Background: an optimization exercise with open tools, aiming at small area, a short achievable clock period and few clock cycles per item. Do not read the settings as production practice. RTL that was checked went through simulation tests only; none was proved equivalent to the original. Function not checked in run 2: the RTL went through the layout flow alone.

## flow/design.v (module list and top-level ports; edited modules follow where they fit)
// module pcq_dist: 381 lines
// module palette_color_quantizer: 478 lines
module palette_color_quantizer
#(
   parameter int PALETTE_DEPTH = 64
) (
   input  wire         clock,
   input  wire         reset,
   input  wire         req_valid,
   output logic        req_stall,
   input  wire  [30:0] req_data,
   output logic        rsp_valid,
   input  wire         rsp_stall,
   output logic [29:0] rsp_data,
   input  wire         csr_valid,
   output logic        csr_ready,
   input  wire  [0:0]  csr_index,
   input  wire  [6:0]  csr_wdata
);
  // ...
==> flow/run.sh <==
#!/bin/bash
# synth_recipe.tcl (not shown) runs the flow's synth.tcl, then flattens the netlist and writes it again
# the make line also repeats each setting of config.mk as NAME=value (left out here)
make -C /OpenROAD-flow-scripts/flow DESIGN_CONFIG=/design/flow/config.mk WORK_HOME=/design/flow/orfs CLKGATE_MAP_FILE= SYNTH_SCRIPT=/design/flow/synth_recipe.tcl finish
==> flow/config.mk <==
export PLATFORM = sky130hd
export DESIGN_NAME = palette_color_quantizer
export DESIGN_NICKNAME = palette_color_quantizer
export VERILOG_FILES = /design/flow/design.v
export SDC_FILE = /design/flow/constraint.sdc
export NUM_CORES = 4
export LEC_CHECK = 0
export CAP_MARGIN = 20
export CELL_PAD_IN_SITES_DETAIL_PLACEMENT = 1
export CORE_MARGIN = 2
export CORE_UTILIZATION = 35
export PLACE_DENSITY = 0.5
export SETUP_SLACK_MARGIN = 2.0
export SLEW_MARGIN = 20
==> flow/constraint.sdc <==
create_clock -name core_clock -period 5.0 [get_ports {clock}]
set_input_delay 1.0000 -clock core_clock [delete_from_list [all_inputs] [get_ports {clock}]]
set_output_delay 1.0000 -clock core_clock [all_outputs]
set_load 0.01 [all_outputs]
==> results by group, run 1 <==
Outcome
  • Outcome: finished clean

Yosys
  • Synth Net Count: 18.9k
  • Synth Area in Compound Gates: 5.60%

Layout
  • FF+latch count: 3632
  • Area of the multi-input gates: 0.112 mm^2
  • Final Core Density: 42.2%
  • Leading cell category by total area: multi-input combinational cells
  • Non-CTS buffers: 1112

Place
  • RePlAce Congestion: 0.906

Timing
  • Least-Margin Pin Slew: 1.25 ns
  • Final worst-path cycle share: 70.3%
  • Slew margin rel.: 15.9%
  • Fin crit period: 3.51 ns

Detailed routing
  • WL final: 726 mm
  • Pre-Repair DR Iteration Count: 6
  • Uppermost routed layer: met5

Clocking
  • CTS Buffer Depth: 4
  • Max H-tree Level: 5
  • Total CTS buffers: 411
  • Setup Fix Bufs, Post-CTS: 366
  • Resize count post-CTS: 906

Setup path
  • Critical path capture point type: flip-flop
  • Delay-heaviest family, CP: adder cells
  • Crit Path Max Fanout: 4

Die
  • Die Width: 767 um

GRT
  • GRT Residual Overflow: 0

Hold path
  • WHS Path Cells: 0
  • Hold Crit Class: reg2reg
Testbench counts, summed over its fixed seeds: cycles 11,168, pixels 4,096.
==> module pcq_dist, before the edit <==
module pcq_dist
(
   input  logic                 clock,
   input  logic [COLOR_W-1:0]   pixel,
   input  logic [COLOR_W-1:0]   entry,
   output logic [DIST_W-1:0]    dsq
);
   logic [8:0]  y0, y1, y2;
   logic [23:0] a_ff;      
   logic [2:0]  s_ff;      
   logic [65:0] b_ff;
   logic [DIST_W-1:0] dist_ff;
   assign y0 = {1'b0, pixel[7:0]}   - {1'b0, entry[7:0]};
   assign y1 = {1'b0, pixel[15:8]}  - {1'b0, entry[15:8]};
   assign y2 = {1'b0, pixel[23:16]} - {1'b0, entry[23:16]};
   always_ff @(posedge clock) begin
      s_ff <= {y2[8], y1[8], y0[8]};
      a_ff <= {y2[7:0], y1[7:0], y0[7:0]};
   end
   wire t_w0 = a_ff[1] & ~a_ff[0];
   wire t_w1 = a_ff[1] & a_ff[0];
   wire t_w2 = a_ff[2] & ~a_ff[1];
   wire t_w3 = a_ff[2] & a_ff[1];
   wire t_w4 = a_ff[3] & ~a_ff[2];
   wire t_w5 = a_ff[3] & a_ff[2];
   wire t_w6 = a_ff[4] & ~a_ff[3];
   wire t_w7 = a_ff[4] & a_ff[3];
   wire t_w8 = a_ff[5] & ~a_ff[4];
   wire t_w9 = a_ff[5] & a_ff[4];
   wire t_w10 = a_ff[6] & ~a_ff[5];
   wire t_w11 = a_ff[6] & a_ff[5];
   wire t_w12 = a_ff[7] & ~a_ff[6];
   wire t_w13 = a_ff[7] & a_ff[6];
   wire t_w14 = a_ff[0] & a_ff[2];
   wire t_w15 = a_ff[0] & a_ff[3];
   wire t_w16 = a_ff[0] & a_ff[4];
   wire t_w17 = a_ff[0] & a_ff[5];
   wire t_w18 = a_ff[0] & a_ff[6];
   wire t_w19 = a_ff[0] & a_ff[7];
   wire t_w20 = a_ff[1] & a_ff[3];
   wire t_w21 = a_ff[1] & a_ff[4];
   wire t_w22 = a_ff[1] & a_ff[5];
   wire t_w23 = a_ff[1] & a_ff[6];
   wire t_w24 = a_ff[1] & a_ff[7];
   wire t_w25 = a_ff[2] & a_ff[4];
   wire t_w26 = a_ff[2] & a_ff[5];
   wire t_w27 = a_ff[2] & a_ff[6];
   wire t_w28 = a_ff[2] & a_ff[7];
   wire t_w29 = a_ff[3] & a_ff[5];
   wire t_w30 = a_ff[3] & a_ff[6];
   wire t_w31 = a_ff[3] & a_ff[7];
   wire t_w32 = a_ff[4] & a_ff[6];
   wire t_w33 = a_ff[4] & a_ff[7];
   wire t_w34 = a_ff[5] & a_ff[7];
   wire t_w35 = ~(s_ff[0] & a_ff[0]);
   wire t_w36 = ~(s_ff[0] & a_ff[1]);
   wire t_w37 = ~(s_ff[0] & a_ff[2]);
   wire t_w38 = ~(s_ff[0] & a_ff[3]);
   wire t_w39 = ~(s_ff[0] & a_ff[4]);
   wire t_w40 = ~(s_ff[0] & a_ff[5]);
   wire t_w41 = ~(s_ff[0] & a_ff[6]);
   wire t_w42 = ~(s_ff[0] & a_ff[7]);
   wire t_w43 = a_ff[9] & ~a_ff[8];
   wire t_w44 = a_ff[9] & a_ff[8];
   wire t_w45 = a_ff[10] & ~a_ff[9];
   wire t_w46 = a_ff[10] & a_ff[9];
   wire t_w47 = a_ff[11] & ~a_ff[10];
   wire t_w48 = a_ff[11] & a_ff[10];
   wire t_w49 = a_ff[12] & ~a_ff[11];
   wire t_w50 = a_ff[12] & a_ff[11];
   wire t_w51 = a_ff[13] & ~a_ff[12];
   wire t_w52 = a_ff[13] & a_ff[12];
   wire t_w53 = a_ff[14] & ~a_ff[13];
   wire t_w54 = a_ff[14] & a_ff[13];
   wire t_w55 = a_ff[15] & ~a_ff[14];
   wire t_w56 = a_ff[15] & a_ff[14];
   wire t_w57 = a_ff[8] & a_ff[10];
   wire t_w58 = a_ff[8] & a_ff[11];
   wire t_w59 = a_ff[8] & a_ff[12];
   wire t_w60 = a_ff[8] & a_ff[13];
   wire t_w61 = a_ff[8] & a_ff[14];
   wire t_w62 = a_ff[8] & a_ff[15];
   wire t_w63 = a_ff[9] & a_ff[11];
   wire t_w64 = a_ff[9] & a_ff[12];
   wire t_w65 = a_ff[9] & a_ff[13];
   wire t_w66 = a_ff[9] & a_ff[14];
   wire t_w67 = a_ff[9] & a_ff[15];
   wire t_w68 = a_ff[10] & a_ff[12];
   wire t_w69 = a_ff[10] & a_ff[13];
   wire t_w70 = a_ff[10] & a_ff[14];
   wire t_w71 = a_ff[10] & a_ff[15];
   wire t_w72 = a_ff[11] & a_ff[13];
   wire t_w73 = a_ff[11] & a_ff[14];
   wire t_w74 = a_ff[11] & a_ff[15];
   wire t_w75 = a_ff[12] & a_ff[14];
   wire t_w76 = a_ff[12] & a_ff[15];
   wire t_w77 = a_ff[13] & a_ff[15];
   wire t_w78 = ~(s_ff[1] & a_ff[8]);
   wire t_w79 = ~(s_ff[1] & a_ff[9]);
   wire t_w80 = ~(s_ff[1] & a_ff[10]);
   wire t_w81 = ~(s_ff[1] & a_ff[11]);
   wire t_w82 = ~(s_ff[1] & a_ff[12]);
   wire t_w83 = ~(s_ff[1] & a_ff[13]);
   wire t_w84 = ~(s_ff[1] & a_ff[14]);
   wire t_w85 = ~(s_ff[1] & a_ff[15]);
   wire t_w86 = a_ff[17] & ~a_ff[16];
   wire t_w87 = a_ff[17] & a_ff[16];
   wire t_w88 = a_ff[18] & ~a_ff[17];
   wire t_w89 = a_ff[18] & a_ff[17];
   wire t_w90 = a_ff[19] & ~a_ff[18];
   wire t_w91 = a_ff[19] & a_ff[18];
   wire t_w92 = a_ff[20] & ~a_ff[19];
   wire t_w93 = a_ff[20] & a_ff[19];
   wire t_w94 = a_ff[21] & ~a_ff[20];
   wire t_w95 = a_ff[21] & a_ff[20];
   wire t_w96 = a_ff[22] & ~a_ff[21];
   wire t_w97 = a_ff[22] & a_ff[21];
   wire t_w98 = a_ff[23] & ~a_ff[22];
   wire t_w99 = a_ff[23] & a_ff[22];
   wire t_w100 = a_ff[16] & a_ff[18];
   wire t_w101 = a_ff[16] & a_ff[19];
   wire t_w102 = a_ff[16] & a_ff[20];
   wire t_w103 = a_ff[16] & a_ff[21];
   wire t_w104 = a_ff[16] & a_ff[22];
   wire t_w105 = a_ff[16] & a_ff[23];
   wire t_w106 = a_ff[17] & a_ff[19];
   wire t_w107 = a_ff[17] & a_ff[20];
   wire t_w108 = a_ff[17] & a_ff[21];
   wire t_w109 = a_ff[17] & a_ff[22];
   wire t_w110 = a_ff[17] & a_ff[23];
   wire t_w111 = a_ff[18] & a_ff[20];
   wire t_w112 = a_ff[18] & a_ff[21];
   wire t_w113 = a_ff[18] & a_ff[22];
   wire t_w114 = a_ff[18] & a_ff[23];
   wire t_w115 = a_ff[19] & a_ff[21];
   wire t_w116 = a_ff[19] & a_ff[22];
   wire t_w117 = a_ff[19] & a_ff[23];
   wire t_w118 = a_ff[20] & a_ff[22];
   wire t_w119 = a_ff[20] & a_ff[23];
   wire t_w120 = a_ff[21] & a_ff[23];
   wire t_w121 = ~(s_ff[2] & a_ff[16]);
   wire t_w122 = ~(s_ff[2] & a_ff[17]);
   wire t_w123 = ~(s_ff[2] & a_ff[18]);
   wire t_w124 = ~(s_ff[2] & a_ff[19]);
   wire t_w125 = ~(s_ff[2] & a_ff[20]);
   wire t_w126 = ~(s_ff[2] & a_ff[21]);
   wire t_w127 = ~(s_ff[2] & a_ff[22]);
   wire t_w128 = ~(s_ff[2] & a_ff[23]);
   wire t_w129 = t_w7 ^ t_w24 ^ t_w27;
   wire t_w130 = (t_w7 & t_w24) | (t_w7 & t_w27) | (t_w24 & t_w27);
   wire t_w131 = t_w29 ^ t_w35;
   wire t_w132 = t_w29 & t_w35;
   wire t_w133 = t_w8 ^ t_w28 ^ t_w30;
   wire t_w134 = (t_w8 & t_w28) | (t_w8 & t_w30) | (t_w28 & t_w30);
   wire t_w135 = t_w5 ^ t_w18 ^ t_w22;
   wire t_w136 = (t_w5 & t_w18) | (t_w5 & t_w22) | (t_w18 & t_w22);
   wire t_w137 = t_w25 ^ t_w48;
   wire t_w138 = t_w25 & t_w48;
   wire t_w139 = t_w6 ^ t_w19 ^ t_w23;
   wire t_w140 = (t_w6 & t_w19) | (t_w6 & t_w23) | (t_w19 & t_w23);
   wire t_w141 = t_w26 ^ t_w49 ^ t_w62;
   wire t_w142 = (t_w26 & t_w49) | (t_w26 & t_w62) | (t_w49 & t_w62);
   wire t_w143 = t_w66 ^ t_w69;
   wire t_w144 = t_w66 & t_w69;
   wire t_w145 = t_w129 ^ t_w131 ^ t_w50;
   wire t_w146 = (t_w129 & t_w131) | (t_w129 & t_w50) | (t_w131 & t_w50);
   wire t_w147 = t_w67 ^ t_w70 ^ t_w72;
   wire t_w148 = (t_w67 & t_w70) | (t_w67 & t_w72) | (t_w70 & t_w72);
   wire t_w149 = t_w78 ^ t_w93 ^ t_w110;
   wire t_w150 = (t_w78 & t_w93) | (t_w78 & t_w110) | (t_w93 & t_w110);
   wire t_w151 = t_w113 ^ t_w115;
   wire t_w152 = t_w113 & t_w115;
   wire t_w153 = t_w130 ^ t_w132 ^ t_w133;
   wire t_w154 = (t_w130 & t_w132) | (t_w130 & t_w133) | (t_w132 & t_w133);
   wire t_w155 = t_w36 ^ t_w51 ^ t_w71;
   wire t_w156 = (t_w36 & t_w51) | (t_w36 & t_w71) | (t_w51 & t_w71);
   wire t_w157 = t_w73 ^ t_w79 ^ t_w94;
   wire t_w158 = (t_w73 & t_w79) | (t_w73 & t_w94) | (t_w79 & t_w94);
   wire t_w159 = t_w114 ^ t_w116 ^ t_w122;
   wire t_w160 = (t_w114 & t_w116) | (t_w114 & t_w122) | (t_w116 & t_w122);
   wire t_w161 = t_w134 ^ t_w9 ^ t_w31;
   wire t_w162 = (t_w134 & t_w9) | (t_w134 & t_w31) | (t_w9 & t_w31);
   wire t_w163 = t_w32 ^ t_w37 ^ t_w52;
   wire t_w164 = (t_w32 & t_w37) | (t_w32 & t_w52) | (t_w37 & t_w52);
   wire t_w165 = t_w74 ^ t_w75 ^ t_w80;
   wire t_w166 = (t_w74 & t_w75) | (t_w74 & t_w80) | (t_w75 & t_w80);
   wire t_w167 = t_w95 ^ t_w117 ^ t_w118;
   wire t_w168 = (t_w95 & t_w117) | (t_w95 & t_w118) | (t_w117 & t_w118);
   wire t_w169 = t_w10 ^ t_w33 ^ t_w38;
   wire t_w170 = (t_w10 & t_w33) | (t_w10 & t_w38) | (t_w33 & t_w38);
   wire t_w171 = t_w53 ^ t_w76 ^ t_w81;
   wire t_w172 = (t_w53 & t_w76) | (t_w53 & t_w81) | (t_w76 & t_w81);
   wire t_w173 = t_w11 ^ t_w34 ^ t_w39;
   wire t_w174 = (t_w11 & t_w34) | (t_w11 & t_w39) | (t_w34 & t_w39);
   wire t_w175 = t_w3 ^ t_w16 ^ t_w20;
   wire t_w176 = (t_w3 & t_w16) | (t_w3 & t_w20) | (t_w16 & t_w20);
   wire t_w177 = t_w46 ^ t_w59;
   wire t_w178 = t_w46 & t_w59;
   wire t_w179 = t_w4 ^ t_w17 ^ t_w21;
   wire t_w180 = (t_w4 & t_w17) | (t_w4 & t_w21) | (t_w17 & t_w21);
   wire t_w181 = t_w47 ^ t_w60 ^ t_w64;
   wire t_w182 = (t_w47 & t_w60) | (t_w47 & t_w64) | (t_w60 & t_w64);
   wire t_w183 = t_w90 ^ t_w103;
   wire t_w184 = t_w90 & t_w103;
   wire t_w185 = t_w135 ^ t_w137 ^ t_w61;
   wire t_w186 = (t_w135 & t_w137) | (t_w135 & t_w61) | (t_w137 & t_w61);
   wire t_w187 = t_w65 ^ t_w68 ^ t_w91;
   wire t_w188 = (t_w65 & t_w68) | (t_w65 & t_w91) | (t_w68 & t_w91);
   wire t_w189 = t_w104 ^ t_w108 ^ t_w111;
   wire t_w190 = (t_w104 & t_w108) | (t_w104 & t_w111) | (t_w108 & t_w111);
   wire t_w191 = t_w136 ^ t_w138 ^ t_w139;
   wire t_w192 = (t_w136 & t_w138) | (t_w136 & t_w139) | (t_w138 & t_w139);
   wire t_w193 = t_w141 ^ t_w143 ^ t_w92;
   wire t_w194 = (t_w141 & t_w143) | (t_w141 & t_w92) | (t_w143 & t_w92);
   wire t_w195 = t_w105 ^ t_w109 ^ t_w112;
   wire t_w196 = (t_w105 & t_w109) | (t_w105 & t_w112) | (t_w109 & t_w112);
   wire t_w197 = t_w140 ^ t_w142 ^ t_w144;
   wire t_w198 = (t_w140 & t_w142) | (t_w140 & t_w144) | (t_w142 & t_w144);
   wire t_w199 = t_w145 ^ t_w147 ^ t_w149;
   wire t_w200 = (t_w145 & t_w147) | (t_w145 & t_w149) | (t_w147 & t_w149);
   wire t_w201 = t_w151 ^ t_w121 ^ 1'b1;
   wire t_w202 = (t_w151 & t_w121) | (t_w151 & 1'b1) | (t_w121 & 1'b1);
   wire t_w203 = t_w146 ^ t_w148 ^ t_w150;
   wire t_w204 = (t_w146 & t_w148) | (t_w146 & t_w150) | (t_w148 & t_w150);
   wire t_w205 = t_w152 ^ t_w153 ^ t_w155;
   wire t_w206 = (t_w152 & t_w153) | (t_w152 & t_w155) | (t_w153 & t_w155);
   wire t_w207 = t_w157 ^ t_w159 ^ 1'b1;
   wire t_w208 = (t_w157 & t_w159) | (t_w157 & 1'b1) | (t_w159 & 1'b1);
   wire t_w209 = t_w154 ^ t_w156 ^ t_w158;
   wire t_w210 = (t_w154 & t_w156) | (t_w154 & t_w158) | (t_w156 & t_w158);
   wire t_w211 = t_w160 ^ t_w161 ^ t_w163;
   wire t_w212 = (t_w160 & t_w161) | (t_w160 & t_w163) | (t_w161 & t_w163);
   wire t_w213 = t_w165 ^ t_w167 ^ t_w123;
   wire t_w214 = (t_w165 & t_w167) | (t_w165 & t_w123) | (t_w167 & t_w123);
   wire t_w215 = t_w162 ^ t_w164 ^ t_w166;
   wire t_w216 = (t_w162 & t_w164) | (t_w162 & t_w166) | (t_w164 & t_w166);
   wire t_w217 = t_w168 ^ t_w169 ^ t_w171;
   wire t_w218 = (t_w168 & t_w169) | (t_w168 & t_w171) | (t_w169 & t_w171);
   wire t_w219 = t_w96 ^ t_w119 ^ t_w124;
   wire t_w220 = (t_w96 & t_w119) | (t_w96 & t_w124) | (t_w119 & t_w124);
   wire t_w221 = t_w170 ^ t_w172 ^ t_w173;
   wire t_w222 = (t_w170 & t_w172) | (t_w170 & t_w173) | (t_w172 & t_w173);
   wire t_w223 = t_w54 ^ t_w77 ^ t_w82;
   wire t_w224 = (t_w54 & t_w77) | (t_w54 & t_w82) | (t_w77 & t_w82);
   wire t_w225 = t_w97 ^ t_w120 ^ t_w125;
   wire t_w226 = (t_w97 & t_w120) | (t_w97 & t_w125) | (t_w120 & t_w125);
   wire t_w227 = t_w174 ^ t_w12 ^ t_w40;
   wire t_w228 = (t_w174 & t_w12) | (t_w174 & t_w40) | (t_w12 & t_w40);
   wire t_w229 = t_w55 ^ t_w83 ^ t_w98;
   wire t_w230 = (t_w55 & t_w83) | (t_w55 & t_w98) | (t_w83 & t_w98);
   wire t_w231 = t_w13 ^ t_w41 ^ t_w56;
   wire t_w232 = (t_w13 & t_w41) | (t_w13 & t_w56) | (t_w41 & t_w56);
   wire t_w233 = t_w42 ^ s_ff[0];
   wire t_w234 = t_w42 & s_ff[0];
   wire t_w235 = t_w1 ^ t_w14 ^ t_w44;
   wire t_w236 = (t_w1 & t_w14) | (t_w1 & t_w44) | (t_w14 & t_w44);
   wire t_w237 = t_w2 ^ t_w15 ^ t_w45;
   wire t_w238 = (t_w2 & t_w15) | (t_w2 & t_w45) | (t_w15 & t_w45);
   wire t_w239 = t_w58 ^ t_w88;
   wire t_w240 = t_w58 & t_w88;
   wire t_w241 = t_w175 ^ t_w177 ^ t_w63;
   wire t_w242 = (t_w175 & t_w177) | (t_w175 & t_w63) | (t_w177 & t_w63);
   wire t_w243 = t_w89 ^ t_w102 ^ t_w106;
   wire t_w244 = (t_w89 & t_w102) | (t_w89 & t_w106) | (t_w102 & t_w106);
   wire t_w245 = t_w176 ^ t_w178 ^ t_w179;
   wire t_w246 = (t_w176 & t_w178) | (t_w176 & t_w179) | (t_w178 & t_w179);
   wire t_w247 = t_w181 ^ t_w183 ^ t_w107;
   wire t_w248 = (t_w181 & t_w183) | (t_w181 & t_w107) | (t_w183 & t_w107);
   wire t_w249 = t_w180 ^ t_w182 ^ t_w184;
   wire t_w250 = (t_w180 & t_w182) | (t_w180 & t_w184) | (t_w182 & t_w184);
   wire t_w251 = t_w185 ^ t_w187 ^ t_w189;
   wire t_w252 = (t_w185 & t_w187) | (t_w185 & t_w189) | (t_w187 & t_w189);
   wire t_w253 = t_w186 ^ t_w188 ^ t_w190;
   wire t_w254 = (t_w186 & t_w188) | (t_w186 & t_w190) | (t_w188 & t_w190);
   wire t_w255 = t_w191 ^ t_w193 ^ t_w195;
   wire t_w256 = (t_w191 & t_w193) | (t_w191 & t_w195) | (t_w193 & t_w195);
   wire t_w257 = t_w192 ^ t_w194 ^ t_w196;
   wire t_w258 = (t_w192 & t_w194) | (t_w192 & t_w196) | (t_w194 & t_w196);
   wire t_w259 = t_w197 ^ t_w199 ^ t_w201;
   wire t_w260 = (t_w197 & t_w199) | (t_w197 & t_w201) | (t_w199 & t_w201);
   wire t_w261 = t_w198 ^ t_w200 ^ t_w202;
   wire t_w262 = (t_w198 & t_w200) | (t_w198 & t_w202) | (t_w200 & t_w202);
   wire t_w263 = t_w203 ^ t_w205 ^ t_w207;
   wire t_w264 = (t_w203 & t_w205) | (t_w203 & t_w207) | (t_w205 & t_w207);
   wire t_w265 = t_w204 ^ t_w206 ^ t_w208;
   wire t_w266 = (t_w204 & t_w206) | (t_w204 & t_w208) | (t_w206 & t_w208);
   wire t_w267 = t_w209 ^ t_w211 ^ t_w213;
   wire t_w268 = (t_w209 & t_w211) | (t_w209 & t_w213) | (t_w211 & t_w213);
   wire t_w269 = t_w210 ^ t_w212 ^ t_w214;
   wire t_w270 = (t_w210 & t_w212) | (t_w210 & t_w214) | (t_w212 & t_w214);
   wire t_w271 = t_w215 ^ t_w217 ^ t_w219;
   wire t_w272 = (t_w215 & t_w217) | (t_w215 & t_w219) | (t_w217 & t_w219);
   wire t_w273 = t_w216 ^ t_w218 ^ t_w220;
   wire t_w274 = (t_w216 & t_w218) | (t_w216 & t_w220) | (t_w218 & t_w220);
   wire t_w275 = t_w221 ^ t_w223 ^ t_w225;
   wire t_w276 = (t_w221 & t_w223) | (t_w221 & t_w225) | (t_w223 & t_w225);
   wire t_w277 = t_w222 ^ t_w224 ^ t_w226;
   wire t_w278 = (t_w222 & t_w224) | (t_w222 & t_w226) | (t_w224 & t_w226);
   wire t_w279 = t_w227 ^ t_w229 ^ t_w126;
   wire t_w280 = (t_w227 & t_w229) | (t_w227 & t_w126) | (t_w229 & t_w126);
   wire t_w281 = t_w228 ^ t_w230 ^ t_w231;
   wire t_w282 = (t_w228 & t_w230) | (t_w228 & t_w231) | (t_w230 & t_w231);
   wire t_w283 = t_w84 ^ t_w99 ^ t_w127;
   wire t_w284 = (t_w84 & t_w99) | (t_w84 & t_w127) | (t_w99 & t_w127);
   wire t_w285 = t_w232 ^ t_w233 ^ t_w85;
   wire t_w286 = (t_w232 & t_w233) | (t_w232 & t_w85) | (t_w233 & t_w85);
   wire t_w287 = s_ff[1] ^ t_w128 ^ s_ff[2];
   wire t_w288 = (s_ff[1] & t_w128) | (s_ff[1] & s_ff[2]) | (t_w128 & s_ff[2]);
   always_ff @(posedge clock) begin
      b_ff <= {1'b1, t_w234, t_w288, t_w286, t_w287, t_w285, t_w284, t_w282, t_w283, t_w281, t_w280, t_w278, t_w279, t_w277, t_w276, t_w274, t_w275, t_w273, t_w272, t_w270, t_w271, t_w269, t_w268, t_w266, t_w267, t_w265, t_w264, t_w262, t_w263, t_w261, t_w260, t_w258, t_w259, t_w257, t_w256, t_w254, t_w255, t_w253, t_w252, t_w250, t_w251, t_w249, t_w248, t_w246, t_w247, t_w245, t_w244, t_w242, t_w243, t_w241, t_w240, t_w238, t_w101, t_w239, t_w237, t_w236, t_w100, t_w87, t_w57, t_w235, t_w86, t_w43, t_w0, a_ff[16], a_ff[8], a_ff[0]};
   end
   wire u_w0 = b_ff[6] ^ b_ff[7];
   wire u_w1 = b_ff[6] & b_ff[7];
   wire u_w2 = b_ff[10] ^ b_ff[11] ^ b_ff[12];
   wire u_w3 = (b_ff[10] & b_ff[11]) | (b_ff[10] & b_ff[12]) | (b_ff[11] & b_ff[12]);
   wire u_w4 = b_ff[14] ^ b_ff[15] ^ b_ff[16];
   wire u_w5 = (b_ff[14] & b_ff[15]) | (b_ff[14] & b_ff[16]) | (b_ff[15] & b_ff[16]);
   wire u_w6 = b_ff[18] ^ b_ff[19] ^ b_ff[20];
   wire u_w7 = (b_ff[18] & b_ff[19]) | (b_ff[18] & b_ff[20]) | (b_ff[19] & b_ff[20]);
   wire u_w8 = b_ff[22] ^ b_ff[23] ^ b_ff[24];
   wire u_w9 = (b_ff[22] & b_ff[23]) | (b_ff[22] & b_ff[24]) | (b_ff[23] & b_ff[24]);
   wire u_w10 = b_ff[26] ^ b_ff[27] ^ b_ff[28];
   wire u_w11 = (b_ff[26] & b_ff[27]) | (b_ff[26] & b_ff[28]) | (b_ff[27] & b_ff[28]);
   wire u_w12 = b_ff[30] ^ b_ff[31] ^ b_ff[32];
   wire u_w13 = (b_ff[30] & b_ff[31]) | (b_ff[30] & b_ff[32]) | (b_ff[31] & b_ff[32]);
   wire u_w14 = b_ff[34] ^ b_ff[35] ^ b_ff[36];
   wire u_w15 = (b_ff[34] & b_ff[35]) | (b_ff[34] & b_ff[36]) | (b_ff[35] & b_ff[36]);
   wire u_w16 = b_ff[38] ^ b_ff[39] ^ b_ff[40];
   wire u_w17 = (b_ff[38] & b_ff[39]) | (b_ff[38] & b_ff[40]) | (b_ff[39] & b_ff[40]);
   wire u_w18 = b_ff[42] ^ b_ff[43] ^ b_ff[44];
   wire u_w19 = (b_ff[42] & b_ff[43]) | (b_ff[42] & b_ff[44]) | (b_ff[43] & b_ff[44]);
   wire u_w20 = b_ff[46] ^ b_ff[47] ^ b_ff[48];
   wire u_w21 = (b_ff[46] & b_ff[47]) | (b_ff[46] & b_ff[48]) | (b_ff[47] & b_ff[48]);
   wire u_w22 = b_ff[50] ^ b_ff[51] ^ b_ff[52];
   wire u_w23 = (b_ff[50] & b_ff[51]) | (b_ff[50] & b_ff[52]) | (b_ff[51] & b_ff[52]);
   wire u_w24 = b_ff[54] ^ b_ff[55] ^ b_ff[56];
   wire u_w25 = (b_ff[54] & b_ff[55]) | (b_ff[54] & b_ff[56]) | (b_ff[55] & b_ff[56]);
   wire u_w26 = b_ff[58] ^ b_ff[59] ^ b_ff[60];
   wire u_w27 = (b_ff[58] & b_ff[59]) | (b_ff[58] & b_ff[60]) | (b_ff[59] & b_ff[60]);
   wire u_w28 = b_ff[62] ^ b_ff[63] ^ b_ff[64];
   wire u_w29 = (b_ff[62] & b_ff[63]) | (b_ff[62] & b_ff[64]) | (b_ff[63] & b_ff[64]);
   wire u_w30 = b_ff[0] ^ b_ff[1];
   wire u_w31 = b_ff[0] & b_ff[1];
   wire u_w32 = b_ff[3] ^ b_ff[4];
   wire u_w33 = b_ff[3] & b_ff[4];
   wire u_w34 = u_w0 ^ b_ff[8] ^ b_ff[9];
   wire u_w35 = (u_w0 & b_ff[8]) | (u_w0 & b_ff[9]) | (b_ff[8] & b_ff[9]);
   wire u_w36 = u_w1 ^ u_w2 ^ b_ff[13];
   wire u_w37 = (u_w1 & u_w2) | (u_w1 & b_ff[13]) | (u_w2 & b_ff[13]);
   wire u_w38 = u_w3 ^ u_w4 ^ b_ff[17];
   wire u_w39 = (u_w3 & u_w4) | (u_w3 & b_ff[17]) | (u_w4 & b_ff[17]);
   wire u_w40 = u_w5 ^ u_w6 ^ b_ff[21];
   wire u_w41 = (u_w5 & u_w6) | (u_w5 & b_ff[21]) | (u_w6 & b_ff[21]);
   wire u_w42 = u_w7 ^ u_w8 ^ b_ff[25];
   wire u_w43 = (u_w7 & u_w8) | (u_w7 & b_ff[25]) | (u_w8 & b_ff[25]);
   wire u_w44 = u_w9 ^ u_w10 ^ b_ff[29];
   wire u_w45 = (u_w9 & u_w10) | (u_w9 & b_ff[29]) | (u_w10 & b_ff[29]);
   wire u_w46 = u_w11 ^ u_w12 ^ b_ff[33];
   wire u_w47 = (u_w11 & u_w12) | (u_w11 & b_ff[33]) | (u_w12 & b_ff[33]);
   wire u_w48 = u_w13 ^ u_w14 ^ b_ff[37];
   wire u_w49 = (u_w13 & u_w14) | (u_w13 & b_ff[37]) | (u_w14 & b_ff[37]);
   wire u_w50 = u_w15 ^ u_w16 ^ b_ff[41];
   wire u_w51 = (u_w15 & u_w16) | (u_w15 & b_ff[41]) | (u_w16 & b_ff[41]);
   wire u_w52 = u_w17 ^ u_w18 ^ b_ff[45];
   wire u_w53 = (u_w17 & u_w18) | (u_w17 & b_ff[45]) | (u_w18 & b_ff[45]);
   wire u_w54 = u_w19 ^ u_w20 ^ b_ff[49];
   wire u_w55 = (u_w19 & u_w20) | (u_w19 & b_ff[49]) | (u_w20 & b_ff[49]);
   wire u_w56 = u_w21 ^ u_w22 ^ b_ff[53];
   wire u_w57 = (u_w21 & u_w22) | (u_w21 & b_ff[53]) | (u_w22 & b_ff[53]);
   wire u_w58 = u_w23 ^ u_w24 ^ b_ff[57];
   wire u_w59 = (u_w23 & u_w24) | (u_w23 & b_ff[57]) | (u_w24 & b_ff[57]);
   wire u_w60 = u_w25 ^ u_w26 ^ b_ff[61];
   wire u_w61 = (u_w25 & u_w26) | (u_w25 & b_ff[61]) | (u_w26 & b_ff[61]);
   wire u_w62 = u_w27 ^ u_w28 ^ b_ff[65];
   wire u_w63 = (u_w27 & u_w28) | (u_w27 & b_ff[65]) | (u_w28 & b_ff[65]);
   always_ff @(posedge clock) begin
      dist_ff <= {u_w61, u_w59, u_w57, u_w55, u_w53, u_w51, u_w49, u_w47, u_w45, u_w43, u_w41, u_w39, u_w37, u_w35, u_w33, u_w32, u_w31, u_w30} +
                 {u_w62, u_w60, u_w58, u_w56, u_w54, u_w52, u_w50, u_w48, u_w46, u_w44, u_w42, u_w40, u_w38, u_w36, u_w34, b_ff[5], 1'b0, b_ff[2]};
   end
   assign dsq = dist_ff;
endmodule
==> inputs of run 2 (changes only) <==
--- a/flow/design.v
+++ b/flow/design.v
@@ -386,19 +386,23 @@
    wire u_w56 = u_w21 ^ u_w22 ^ b_ff[53];
    wire u_w57 = (u_w21 & u_w22) | (u_w21 & b_ff[53]) | (u_w22 & b_ff[53]);
    wire u_w58 = u_w23 ^ u_w24 ^ b_ff[57];
    wire u_w59 = (u_w23 & u_w24) | (u_w23 & b_ff[57]) | (u_w24 & b_ff[57]);
    wire u_w60 = u_w25 ^ u_w26 ^ b_ff[61];
    wire u_w61 = (u_w25 & u_w26) | (u_w25 & b_ff[61]) | (u_w26 & b_ff[61]);
    wire u_w62 = u_w27 ^ u_w28 ^ b_ff[65];
    wire u_w63 = (u_w27 & u_w28) | (u_w27 & b_ff[65]) | (u_w28 & b_ff[65]);
+   logic [DIST_W-1:0] r0_ff, r1_ff;
    always_ff @(posedge clock) begin
-      dist_ff <= {u_w61, u_w59, u_w57, u_w55, u_w53, u_w51, u_w49, u_w47, u_w45, u_w43, u_w41, u_w39, u_w37, u_w35, u_w33, u_w32, u_w31, u_w30} +
-                 {u_w62, u_w60, u_w58, u_w56, u_w54, u_w52, u_w50, u_w48, u_w46, u_w44, u_w42, u_w40, u_w38, u_w36, u_w34, b_ff[5], 1'b0, b_ff[2]};
+      r0_ff <= {u_w61, u_w59, u_w57, u_w55, u_w53, u_w51, u_w49, u_w47, u_w45, u_w43, u_w41, u_w39, u_w37, u_w35, u_w33, u_w32, u_w31, u_w30};
+      r1_ff <= {u_w62, u_w60, u_w58, u_w56, u_w54, u_w52, u_w50, u_w48, u_w46, u_w44, u_w42, u_w40, u_w38, u_w36, u_w34, b_ff[5], 1'b0, b_ff[2]};
+   end
+   always_ff @(posedge clock) begin
+      dist_ff <= r0_ff + r1_ff;
    end
    assign dsq = dist_ff;
 endmodule
 `default_nettype wire
 `default_nettype none
 import pcq_pkg::*;
 module palette_color_quantizer
 #(
@@ -413,26 +417,27 @@
    input  wire         rsp_stall,
    output logic [29:0] rsp_data,
    input  wire         csr_valid,
    output logic        csr_ready,
    input  wire  [0:0]  csr_index,
    input  wire  [6:0]  csr_wdata
 );
    localparam int P    = 16;       
-   localparam int F    = 8;        
+   localparam int F    = 9;        
    logic [MODE_W-1:0]   color_mode_ff;
    logic [COUNT_W-1:0]  palette_count_ff;
    logic [6:0]          search_n;         
    logic [1:0]            last_row;         
    logic                pal_mode;
    logic [30:0]         rq_ff;
    logic                rq_v_ff;
    logic                stall_ff;
    logic [1:0]            row_ff;
+   logic [1:0]            rowc_ff [0:3];    
    logic [COLOR_W-1:0]  rq_color;
    logic                rq_write;
    logic                cap;
    logic                issue;
    logic                issue_last;
    logic                wr_now;
    logic                rq_v_in;
    logic [1:0]            row_in;
@@ -443,16 +448,19 @@
    logic [COLOR_W-1:0]  ent [0:P-1];
    logic [DIST_W-1:0]   dist_c [0:P-1];
    logic             ka_v, ka_first, ka_last;
    logic [1:0]       ka_row;
    logic [4:0]       ka_lim;
    logic             kb_v, kb_first, kb_last;
    logic [1:0]       kb_row;
    logic [4:0]       kb_lim;
+   logic             kb2_v, kb2_first, kb2_last;
+   logic [1:0]       kb2_row;
+   logic [4:0]       kb2_lim;
    logic             kc_v, kc_first, kc_last;
    logic [1:0]       kc_row;
    logic [4:0]       kc_lim;
    logic             kt2_v, kt2_first, kt2_last;
    logic [1:0]       kt2_row;
    logic [4:0]       kt2_lim;
    logic             ke_v, ke_first, ke_last;
    logic [1:0]       ke_row;
@@ -521,16 +529,18 @@
    logic [5:0]          fq_ff [0:F-1];
    logic [F-1:0]        fv_ff;
    logic                push;
    logic                load;
    logic                rsp_valid_ff;
    logic [29:0]         rsp_data_ff;
    logic [29:0]         rsp_data_in;
    logic [COLOR_W-1:0]  np_color_ff;
+   logic [63:0]         head_oh;
+   logic [COLOR_W-1:0]  head_color;
    assign rq_color = rq_ff[29:6];
    assign rq_write = rq_ff[30];
    assign pal_mode = (color_mode_ff == MODE_PALETTE);
    localparam int POST_T1 = POST_STEP - POST_BIAS;
    localparam int POST_T2 = 2 * POST_STEP - POST_BIAS;
    localparam int POST_T3 = 3 * POST_STEP - POST_BIAS;
    function automatic logic [CHAN_W-1:0] posterize(input logic [CHAN_W-1:0] c);
       logic [CHAN_W-1:0] level;
@@ -614,34 +624,38 @@
             if (csr_index == 1'b0) begin
                color_mode_ff <= csr_wdata[MODE_W-1:0];
             end else begin
                palette_count_ff <= csr_wdata;
             end
          end
       end
       row_ff <= row_in;
+      rowc_ff[0] <= row_in ^ 2'd0;
+      rowc_ff[1] <= row_in ^ 2'd1;
+      rowc_ff[2] <= row_in ^ 2'd2;
+      rowc_ff[3] <= row_in ^ 2'd3;
    end
    always_comb begin
-         ent[0] = palette_mem[{row_ff, 4'd0}];
-         ent[1] = palette_mem[{row_ff, 4'd1}];
-         ent[2] = palette_mem[{row_ff, 4'd2}];
-         ent[3] = palette_mem[{row_ff, 4'd3}];
-         ent[4] = palette_mem[{row_ff, 4'd4}];
-         ent[5] = palette_mem[{row_ff, 4'd5}];
-         ent[6] = palette_mem[{row_ff, 4'd6}];
-         ent[7] = palette_mem[{row_ff, 4'd7}];
-         ent[8] = palette_mem[{row_ff, 4'd8}];
-         ent[9] = palette_mem[{row_ff, 4'd9}];
-         ent[10] = palette_mem[{row_ff, 4'd10}];
-         ent[11] = palette_mem[{row_ff, 4'd11}];
-         ent[12] = palette_mem[{row_ff, 4'd12}];
-         ent[13] = palette_mem[{row_ff, 4'd13}];
-         ent[14] = palette_mem[{row_ff, 4'd14}];
-         ent[15] = palette_mem[{row_ff, 4'd15}];
+         ent[0] = palette_mem[{rowc_ff[0] ^ 2'd0, 4'd0}];
+         ent[1] = palette_mem[{rowc_ff[0] ^ 2'd0, 4'd1}];
+         ent[2] = palette_mem[{rowc_ff[0] ^ 2'd0, 4'd2}];
+         ent[3] = palette_mem[{rowc_ff[0] ^ 2'd0, 4'd3}];
+         ent[4] = palette_mem[{rowc_ff[1] ^ 2'd1, 4'd4}];
+         ent[5] = palette_mem[{rowc_ff[1] ^ 2'd1, 4'd5}];
+         ent[6] = palette_mem[{rowc_ff[1] ^ 2'd1, 4'd6}];
+         ent[7] = palette_mem[{rowc_ff[1] ^ 2'd1, 4'd7}];
+         ent[8] = palette_mem[{rowc_ff[2] ^ 2'd2, 4'd8}];
+         ent[9] = palette_mem[{rowc_ff[2] ^ 2'd2, 4'd9}];
+         ent[10] = palette_mem[{rowc_ff[2] ^ 2'd2, 4'd10}];
+         ent[11] = palette_mem[{rowc_ff[2] ^ 2'd2, 4'd11}];
+         ent[12] = palette_mem[{rowc_ff[3] ^ 2'd3, 4'd12}];
+         ent[13] = palette_mem[{rowc_ff[3] ^ 2'd3, 4'd13}];
+         ent[14] = palette_mem[{rowc_ff[3] ^ 2'd3, 4'd14}];
+         ent[15] = palette_mem[{rowc_ff[3] ^ 2'd3, 4'd15}];
    end
    pcq_dist u_dist_0 (.clock(clock), .pixel(rq_color), .entry(ent[0]), .dsq(dist_c[0]));
    pcq_dist u_dist_1 (.clock(clock), .pixel(rq_color), .entry(ent[1]), .dsq(dist_c[1]));
    pcq_dist u_dist_2 (.clock(clock), .pixel(rq_color), .entry(ent[2]), .dsq(dist_c[2]));
    pcq_dist u_dist_3 (.clock(clock), .pixel(rq_color), .entry(ent[3]), .dsq(dist_c[3]));
    pcq_dist u_dist_4 (.clock(clock), .pixel(rq_color), .entry(ent[4]), .dsq(dist_c[4]));
    pcq_dist u_dist_5 (.clock(clock), .pixel(rq_color), .entry(ent[5]), .dsq(dist_c[5]));
    pcq_dist u_dist_6 (.clock(clock), .pixel(rq_color), .entry(ent[6]), .dsq(dist_c[6]));
@@ -653,38 +667,44 @@
    pcq_dist u_dist_12 (.clock(clock), .pixel(rq_color), .entry(ent[12]), .dsq(dist_c[12]));
    pcq_dist u_dist_13 (.clock(clock), .pixel(rq_color), .entry(ent[13]), .dsq(dist_c[13]));
    pcq_dist u_dist_14 (.clock(clock), .pixel(rq_color), .entry(ent[14]), .dsq(dist_c[14]));
    pcq_dist u_dist_15 (.clock(clock), .pixel(rq_color), .entry(ent[15]), .dsq(dist_c[15]));
    always_ff @(posedge clock) begin
       if (reset) begin
          ka_v <= 1'b0;
          kb_v <= 1'b0;
+         kb2_v <= 1'b0;
          kc_v <= 1'b0;
          kt2_v <= 1'b0;
          ke_v <= 1'b0;
       end else begin
          ka_v <= issue;
          kb_v <= ka_v;
-         kc_v <= kb_v;
+         kb2_v <= kb_v;
+         kc_v <= kb2_v;
          kt2_v <= kc_v;
          ke_v <= kt2_v;
       end
       ka_first <= (row_ff == '0);
       ka_last  <= issue_last;
       ka_row   <= row_ff;
       ka_lim   <= (row_ff == last_row) ? 5'(search_n - 7'({row_ff, 4'd0})) : 5'(P);
       kb_first <= ka_first;
       kb_last  <= ka_last;
       kb_row   <= ka_row;
       kb_lim   <= ka_lim;
-      kc_first <= kb_first;
-      kc_last  <= kb_last;
-      kc_row   <= kb_row;
-      kc_lim   <= kb_lim;
+      kb2_first <= kb_first;
+      kb2_last  <= kb_last;
+      kb2_row   <= kb_row;
+      kb2_lim   <= kb_lim;
+      kc_first <= kb2_first;
+      kc_last  <= kb2_last;
+      kc_row   <= kb2_row;
+      kc_lim   <= kb2_lim;
       kt2_first <= kc_first;
       kt2_last  <= kc_last;
       kt2_row   <= kc_row;
       kt2_lim   <= kc_lim;
       ke_first <= kt2_first;
       ke_last  <= kt2_last;
       ke_row   <= kt2_row;
       ke_lim   <= kt2_lim;
@@ -839,33 +859,46 @@
       end
       if (load) begin
          if (push && fv_ff[6] && !fv_ff[7]) fq_ff[6] <= acc_i;
          else fq_ff[6] <= fq_ff[7];
       end else if (push && !fv_ff[6] && fv_ff[5]) begin
          fq_ff[6] <= acc_i;
       end
       if (load) begin
-         if (push && fv_ff[7]) fq_ff[7] <= acc_i;
-         else fq_ff[7] <= fq_ff[7];
+         if (push && fv_ff[7] && !fv_ff[8]) fq_ff[7] <= acc_i;
+         else fq_ff[7] <= fq_ff[8];
       end else if (push && !fv_ff[7] && fv_ff[6]) begin
          fq_ff[7] <= acc_i;
       end
+      if (load) begin
+         if (push && fv_ff[8]) fq_ff[8] <= acc_i;
+         else fq_ff[8] <= fq_ff[8];
+      end else if (push && !fv_ff[8] && fv_ff[7]) begin
+         fq_ff[8] <= acc_i;
+      end
    end
    always_ff @(posedge clock) begin
       if (color_mode_ff == MODE_POSTERIZE) begin
          np_color_ff <= {posterize(rq_color[23:16]), posterize(rq_color[15:8]),
                          posterize(rq_color[7:0])};
       end else begin
          np_color_ff <= rq_color;
       end
    end
+   assign head_oh = 64'd1 << fq_ff[0];
+   always_comb begin
+      head_color = '0;
+      for (int j = 0; j < 64; j++) begin
+         head_color = head_color | ({COLOR_W{head_oh[j]}} & palette_mem[j]);
+      end
+   end
    always_comb begin
       if (pal_mode) begin
-         rsp_data_in = {palette_mem[fq_ff[0]], fq_ff[0]};
+         rsp_data_in = {head_color, fq_ff[0]};
       end else begin
          rsp_data_in = {np_color_ff, 6'd0};
       end
    end
    always_ff @(posedge clock) begin
       if (reset) begin
          rsp_valid_ff <= 1'b0;
       end else if (!rsp_valid_ff || !rsp_stall) begin
--- a/flow/config.mk
+++ b/flow/config.mk
@@ -5,10 +5,10 @@
 export SDC_FILE = /design/flow/constraint.sdc
 export NUM_CORES = 4
 export LEC_CHECK = 0
 export CAP_MARGIN = 20
 export CELL_PAD_IN_SITES_DETAIL_PLACEMENT = 1
 export CORE_MARGIN = 2
 export CORE_UTILIZATION = 35
 export PLACE_DENSITY = 0.5
-export SETUP_SLACK_MARGIN = 2.0
+export SETUP_SLACK_MARGIN = 2.1
 export SLEW_MARGIN = 20
==> results by group, run 2 <==
Outcome
  • Outcome: finished clean

Clocking
  • CTS Buffer Depth: 4 (unchanged)
  • Max H-tree Level: 5 (unchanged)
  • Clock transition at path regs: 0.06 ns
  • Total CTS buffers: 469 (+14%)
  • CTS tree: yes
  • Post-CTS Hold Buffers: 0
  • Root Driver: clkbuf_16
  • Sink Count: 4205
  • Clock latency on the worst-skew pair: 1.13 ns

Run
  • Max_cap viols: 0

Die
  • I/O pin cnt: 77
  • Die Span Y: 782 um
  • Core area: 0.602 mm^2
  • Placement Rows: 285
  • Die Width: 782 um (+1.9%)
  • Initial Utilization: 35.1%
  • Die area: 0.611 mm^2

Layout
  • Final Core Density: 43.4% (+1.2 points)
  • Layout cells sized above 1: 22.0%
  • Fill cell count: 62.0k
  • Post-layout nets: 21.6k
  • Area growth syn-to-layout: 23.6%
  • Most common cell after layout, fill and taps aside: dfxtp_1
  • Max reg flops: 1536
  • Most frequent cells in the layout: dfxtp_1, inv_1, edfxtp_1

Detailed routing
  • Via/cell ratio: 5.66
  • WL final: 1030 mm (+42%)
  • DR iter-0 viols: 17.2k
  • Final ANT Viol Nets: 0
  • Total number of vias: 154k
  • Drt wl/cell: 37.9 um
  • Pre-Repair DR Iteration Count: 6 (unchanged)
  • Drt drc: 0

Timing
  • Fmax: 299 MHz
  • Final worst-path cycle share: 66.8% (-3.5 points)
  • Final setup violation count: 0
  • Final Max Tran Viols: 0
  • Least-Margin Pin Slew: 1.41 ns (+0.158 ns)
  • Fin crit period: 3.34 ns (-0.173 ns)
  • Worst hold margin: 0.315 ns
  • Final hold vios: 0
  • Slew margin rel.: 5.26% (-11 points)
  • RSZ-0062 raised after global routing: yes
  • Final Skew: 0.132 ns

Yosys
  • Synth Register Bits: 4205
  • Part of the Yosys area used for sequential elements: 47.7%
  • Synth cell count leaders: dfxtp_1, inv_1, edfxtp_1, fa_1, ha_1
  • Synth unique cells: 96
  • Share of the synthesized area in the top cell type: 24.0%
  • Synth Net Count: 20.2k (+6.5%)
  • Mapped Area: 0.212 mm^2
  • Syn Area/Cell: 12.3 um^2
  • Synth Flop Type: dfxtp_1
  • Synth warn: 9
  • Synth Instances: 17.2k
  • Post-synth EDFFs: 1669
  • Synth async-reset ratio: 0%
  • Most common cell in the netlist: dfxtp_1
  • Cell taking the most area after synthesis: dfxtp_1
  • Synth area leaders: dfxtp_1, edfxtp_1, fa_1

Setup path
  • Crit path buf inv count: 1
  • Critical path's largest stage delay: 0.92 ns
  • Critical path capture point type: output port
  • CP arrival: 2.34 ns
  • Delay-heaviest family, CP: flip-flops
  • Required @ worst endpoint: 4.00 ns
  • Worst path slowest cell: edfxtp_1
  • Crit Path Class: reg2out
  • Crit-path cells: buf_2
  • R2r setup slk: 1.71 ns
  • Critical Path Source Type: flip-flop
  • Crit Path Max Fanout: 1 (-3)

GRT
  • GRT Residual Overflow: 0 (unchanged)
  • GRT Overall Usage: 32.7%
  • First-pass GRT wire length: 1360 mm
  • Initial antenna violation count: 136
  • Vias in the first global route: 155k
  • Largest net degree at the start of global routing: 84

Place
  • DP Wirelength: 769 mm
  • RePlAce Congestion: 1.08 (+19%)
  • I/O Buffers: 75

Hold path
  • Hold Crit Class: reg2reg
## run 2: area by class of cell
type	instances	area (um^2)	area share [%]
sequential	4205	101000	38.8
timing repair buffer	1568	17000	6.51
antenna	115	288	0.110
tap	8036	10100	3.84
clock inverter	255	3140	1.20
clock buffer	622	13200	5.05
multi-input combinational	10500	109000	41.8
inverter	1884	7170	2.74
## run 2: path summary, 6_finish.rpt
path,depth (start not counted),from,endpoint
min,0,u_dist_12.b_ff[5]$_DFF_P_,u_dist_12.r1_ff[2]$_DFF_P_
max,1,rsp_data_ff[15]$_DFFE_PP_,rsp_data[15]
max reg2reg,15,rowc_ff[0][0]$_DFF_P_,u_dist_8.s_ff[0]$_DFF_P_
min reg2reg,0,u_dist_12.b_ff[5]$_DFF_P_,u_dist_12.r1_ff[2]$_DFF_P_
## run 2: timing repair
action | CTS | global route
setup buffers | 609 | 387
endpoints found under the hold margin | 0 | 0
gates cloned | 39 | 13
endpoints found under the setup margin | 1846 | 1530
pin swaps | 455 | 689
resized for setup | 1314 | 1027
## run 2: through the flow
step	setup TNS, ns	worst slack, ns	cell area, um^2	cells
global route	0	1.66	261000	27100
CTS	0	1.64	253000	26600
detailed placement	0	0.740	226000	25100
floorplan	0	1.45	212000	17200
global placement	-0.153	-0.0830	226000	25100
finish	0	1.66	262000	27200
## run 2: layer usage
metal / up-vias / global-route usage [%] / share of wire [%]
met5: - / 0.995 / 0.056
met4: 52 / 22.3 / 8.8
met3: 2456 / 9.61 / 9.9
met2: 8211 / 48.8 / 42
met1: 80700 / 41.0 / 39
li1: 62300 / - / -
## run 2: cells by family (layout without fill, tap and decap cells)
| kind of cell | after synthesis | after routing | share of synthesized area, % |
|---|---|---|---|
| flops | 4205 | 4205 | 47.7 |
| simple gates | 3914 | 3925 | 9.55 |
| fa+ha+maj | 2982 | 2982 | 23.2 |
| compound gates | 2615 | 2619 | 8.65 |
| buf+inv | 2482 | 4329 | 4.43 |
| xor+xnor | 556 | 556 | 2.30 |
| mux | 398 | 398 | 4.16 |
| other cells | 1 | 116 | 0.00177 |

separate check: timing with driven ports:
The flow's constraints put no driver on any port. The routed layouts listed below were extracted and timed again, unchanged, in two steps.
Step 1: set_driving_cell puts a clkbuf_16 on clock and a buf_2 on each other input, an assumption about the parent block.
Step 2 times the ports against the registers' clock, not the clock port: input delays grow and output delays shrink by t, the midpoint of the rising clock arrivals with the driver on.
Three values: ideal, step 1, step 2; two values: the first two.
| run | t (ns) | setup WS [ns] | clock arrival spread, ns | slew at the worst register clock pin (ns) |
|---|---|---|---|---|
| run 1 | 1.151 | 1.486 / 1.486 / 1.486 | 0.157 / 0.157 | 0.09 / 0.09 |
| run 2 | 1.192 | 1.659 / 1.531 / 1.557 | 0.141 / 0.142 | 0.08 / 0.08 |
After both steps every run listed still meets setup and hold. The setup slack of run 2, which loses most, moves by -0.128 ns with the drivers and by -0.102 ns with both steps.
